This design comes from an exercise in tuning for small area, a short achievable clock period and few clock cycles per item on the open sky130 flow, not from production work.
Where RTL was checked, it was by simulation tests only, not by an equivalence proof against the original.

==> flow/design.v (excerpt) <==
module conv_top
#(
    parameter int IMG_BITS = 6    
) (
    input  wire               clk,
    input  wire               rst,
    input  wire               ready,
    input  conv_pkg::pix_t         idata,
    input  conv_pkg::pix_t         cdata_rd,
    output logic              busy,
    output logic              cwr,
    output logic              crd,
    output logic [conv_pkg::ADDR_W-1:0] iaddr,
    output logic [conv_pkg::ADDR_W-1:0] caddr_wr,
    output logic [conv_pkg::ADDR_W-1:0] caddr_rd,
    output conv_pkg::pix_t              cdata_wr,
    output logic [2:0]        csel
);
    logic [4:0]  ph;
    logic [5:0]  rb;
    logic [6:0]  rj;
    logic [99:0] s [0:3];
    logic [35:0] nib [0:3];
    logic [19:0] rs [0:3];
    logic [19:0] rc [0:3];
    logic [3:0]  rci;
    logic [4:0]  lph [0:3];
    always_comb begin
        for (int j = 0; j < 4; j++) begin
            for (int t = 0; t < 9; t++)
                nib[j][4*t +: 4] = s[t / 3 + j / 2][20 + 20 * (t % 3) - 4 * (j + 3 - (t / 3 + j / 2)) +: 4];
            for (int d = 0; d < 5; d++)
                lph[j][d] = ph[(d + j) % 5];
        end
    end
    layer_ctrl u_layer_ctrl (
        .clk      (clk),
        .rst      (rst),
        .ready    (ready),
        .rs0      (rs[0]),
        .rs1      (rs[1]),
        .rs2      (rs[2]),
        .rs3      (rs[3]),
        .rc0      (rc[0]),
        .rc1      (rc[1]),
        .rc2      (rc[2]),
        .rc3      (rc[3]),
        .rci      (rci),
        .ph       (ph),
        .rb       (rb),
        .rj       (rj),
        .busy     (busy),
        .cwr      (cwr),
        .crd      (crd),
        .caddr_wr (caddr_wr),
        .caddr_rd (caddr_rd),
        .cdata_wr (cdata_wr),
        .csel     (csel)
    );
    window_fetch u_window_fetch (
        .clk   (clk),
  ...
Size in the first run: ~3000 cells after synthesis, about 110 I/O pins.
clock: 12.5 ns
lec_check: 0
cap_margin: 20
core_margin: 2
core_utilization: 55
cts_cluster_diameter: 200
cts_cluster_size: 15
slew_margin: 20
synth_hierarchical: 1
synth_minimum_keep_size: 0
standard.sh (not shown) runs the stock make flow with config.mk's settings and CLKGATE_MAP_FILE= SYNTH_SCRIPT=/design/flow/synth_recipe.tcl, a recipe that flattens the netlist after the stock synthesis.
==> flow/flow/run.sh <==
#!/bin/bash
# The standard layout (the standard.sh, unchanged synthesis and steps),
# with ORFS's repair_timing asked to reach a setup slack of 8.8 ns.
# The SDC and clock period are the standard flow's own.
set -euo pipefail
bash standard.sh SETUP_SLACK_MARGIN=8.8 finish > standard_run.log 2>&1
The starting point went through all stages and came out clean.
Next try:
--- a/flow/config.mk
+++ b/flow/config.mk
@@ -9,6 +9,6 @@
 export CORE_MARGIN = 2
 export CORE_UTILIZATION = 55
-export CTS_CLUSTER_DIAMETER = 200
-export CTS_CLUSTER_SIZE = 15
+export CTS_CLUSTER_DIAMETER = 100
+export CTS_CLUSTER_SIZE = 20
 export SLEW_MARGIN = 20
 export SYNTH_HIERARCHICAL = 1
Result: Critical path depth is unchanged. Global-route usage went down by 0.11 points.
Next try:
--- a/flow/config.mk
+++ b/flow/config.mk
@@ -8,6 +8,6 @@
 export CAP_MARGIN = 20
 export CORE_MARGIN = 2
-export CORE_UTILIZATION = 55
-export CTS_CLUSTER_DIAMETER = 100
+export CORE_UTILIZATION = 45
+export CTS_CLUSTER_DIAMETER = 200
 export CTS_CLUSTER_SIZE = 20
 export SLEW_MARGIN = 20
What happened:
- utilization went down by 10 points
- sequential cell count does not change
- synthesized cell count is unchanged
- critical path depth went up by 5
- global-route usage shrinks by 5.4 points
- sequential share of layout area went down by 0.43 points
No run of this note included a check of the RTL's function; only the layout flow was run.


conv_top, a different RTL version from the one above (not shown whole).
For scale: about 3400 cells after synthesis, ~690 flip-flops, roughly 110 I/O pins.
clock: 12.5 ns
lec_check: 0
cap_margin: 20
core_margin: 2
core_utilization: 55
cts_cluster_diameter: 50
cts_cluster_size: 10
slew_margin: 20
synth_hierarchical: 1
synth_minimum_keep_size: 0
==> flow/flow/run.sh <==
#!/bin/bash
# The standard layout (the standard.sh, unchanged synthesis and steps),
# with ORFS's repair_timing asked to reach a setup slack of 8.4 ns.
# The SDC and clock period are the standard flow's own.
set -euo pipefail
bash standard.sh SETUP_SLACK_MARGIN=8.4 finish > standard_run.log 2>&1
The baseline passed the timing, DRC and antenna checks.
Testbench counts at the start, summed over its fixed seeds: cycles 125,028, images 12.
Change:
==> flow/flow/run.sh (replaced) <==
#!/bin/bash
# The standard layout (the standard.sh, unchanged synthesis and steps),
# with ORFS's repair_timing asked to reach a setup slack of 8.7 ns.
# The SDC and clock period are the standard flow's own.
set -euo pipefail
bash standard.sh SETUP_SLACK_MARGIN=8.7 finish > standard_run.log 2>&1
What happened: The changed run produced a clean layout; register-to-register slack gets better by 0.22 ns; via count increases by 6.7%; critical path depth rose by 7; fmax rises by 6.2%; hold slack is worse by 0.0038 ns; wire length is higher by 15%; final area goes up by 7.0%; setup slack gets better by 0.24 ns; sequential cell count does not change.


Setup of run A:
conv_top again, from the RTL that the note above started with.
Design conv_top, start of the top module:
module conv_top
#(
    parameter int IMG_BITS = 6    
) (
    input  wire               clk,
    input  wire               rst,
    input  wire               ready,
    input  conv_pkg::pix_t         idata,
    input  conv_pkg::pix_t         cdata_rd,
    output logic              busy,
    output logic              cwr,
    output logic              crd,
    output logic [conv_pkg::ADDR_W-1:0] iaddr,
    output logic [conv_pkg::ADDR_W-1:0] caddr_wr,
    output logic [conv_pkg::ADDR_W-1:0] caddr_rd,
    output conv_pkg::pix_t              cdata_wr,
    output logic [2:0]        csel
);
    logic [4:0]  ph;
    logic [5:0]  rb;
    logic [6:0]  rj;
    logic        pool_upd, pool_kern, pool_first;
    logic [19:0] rq;
    logic [47:0] nb;
    logic [35:0] nib_top;
    logic [35:0] nib_bot;
    logic [19:0] r0, r1, r2, r3;
    logic [19:0] m0, m1;
    layer_ctrl u_layer_ctrl (
        .clk      (clk),
        .rst      (rst),
        .ready    (ready),
        .r0       (r0),
        .r1       (r1),
        .r2       (r2),
        .r3       (r3),
        .m0       (m0),
        .m1       (m1),
        .ph       (ph),
        .rb       (rb),
  ...
==> flow/config.mk <==
export PLATFORM = sky130hd
export DESIGN_NAME = conv_top
export DESIGN_NICKNAME = conv_top
export VERILOG_FILES = /design/flow/design.v
export SDC_FILE = /design/flow/constraint.sdc
export NUM_CORES = 4
export LEC_CHECK = 0
export CAP_MARGIN = 20
export CORE_MARGIN = 2
export CORE_UTILIZATION = 55
export CTS_CLUSTER_DIAMETER = 200
export CTS_CLUSTER_SIZE = 25
export SLEW_MARGIN = 20
export SYNTH_HIERARCHICAL = 1
export SYNTH_MINIMUM_KEEP_SIZE = 0
==> flow/constraint.sdc <==
create_clock -name core_clock -period 12.5 [get_ports {clk}]
set_input_delay 2.5000 -clock core_clock [delete_from_list [all_inputs] [get_ports {clk}]]
set_output_delay 2.5000 -clock core_clock [all_outputs]
set_load 0.01 [all_outputs]
==> flow/flow/run.sh <==
#!/bin/bash
# The standard layout (the standard.sh, unchanged synthesis and steps),
# with ORFS's repair_timing asked to reach a setup slack of 8.6 ns.
# The SDC and clock period are the standard flow's own.
set -euo pipefail
bash standard.sh SETUP_SLACK_MARGIN=8.6 finish > standard_run.log 2>&1
Run A finished every stage and its layout cleared the timing, DRC and antenna checks.
Testbench counts of run A, summed over its fixed seeds: cycles 125,028, images 12.
Input changes introduced in run B (baseline for comparison: run A):
- CTS_CLUSTER_SIZE: 25 -> 20
## What came out
Non-filler instance count after layout, run B vs run A: up slightly. The final critical path time including I/O delays and setup number comes out lower for run B vs run A. Between run A and run B, the largest stage delay on the critical path is higher for run B. Run A and run B ended up with nearly the same final period utilization. Compared run B vs run A, and global-route usage is down in run B. Run comparison: run B highest layer used for signal routing met5; run A highest layer used for signal routing met4. The capture point of the critical path comes out u_mac_k0_bot.acc_c[3]$_DFF_P_ in one run and u_mac_k1_top.acc_c[1]$_DFF_P_ in the other, namely in run A and run B respectively. In the reports for run A and run B, the larger maximum frequency belongs to run B. The count of cell instances traversed by the critical path of run B falls short of that of run A by 1. Layout-stage area growth over the synthesis result: run B vs run A up 1.0 points.

what the ideal ports hide:
The results above use ideal ports. As a check the final layouts listed here were re-extracted and re-timed, cells and wires unchanged. Step 1 sets driving cells, clkbuf_16 on the clock port and buf_2 on the other inputs (assumed; they add their load-dependent delay and slew). Step 2 times the ports against the registers' clock, not the clock port: input delays grow and output delays shrink by t, the midpoint of the rising clock arrivals with the driver on. Three values: ideal, step 1, step 2; two values: the first two.
run | t (ns) | setup WS [ns] | worst setup path after step 2 | cell pins on the clock port's net
the first run of note 1 | 0.697 | 8.818 / 8.760 / 8.818 | register to register | 1
the second run of note 1 | 0.694 | 8.811 / 8.773 / 8.811 | register to register | 1
the third run of note 1 | 0.673 | 8.801 / 8.772 / 8.801 | register to register | 1
the first run of note 2 | 0.719 | 8.478 / 8.411 / 8.490 | register to register | 1
the second run of note 2 | 0.719 | 8.713 / 8.677 / 8.713 | register to register | 1
run A | 0.725 | 8.668 / 8.627 / 8.668 | register to register | 1
run B | 0.657 | 8.684 / 8.684 / 8.684 | register to register | 1
After both steps every run listed still meets setup and hold.
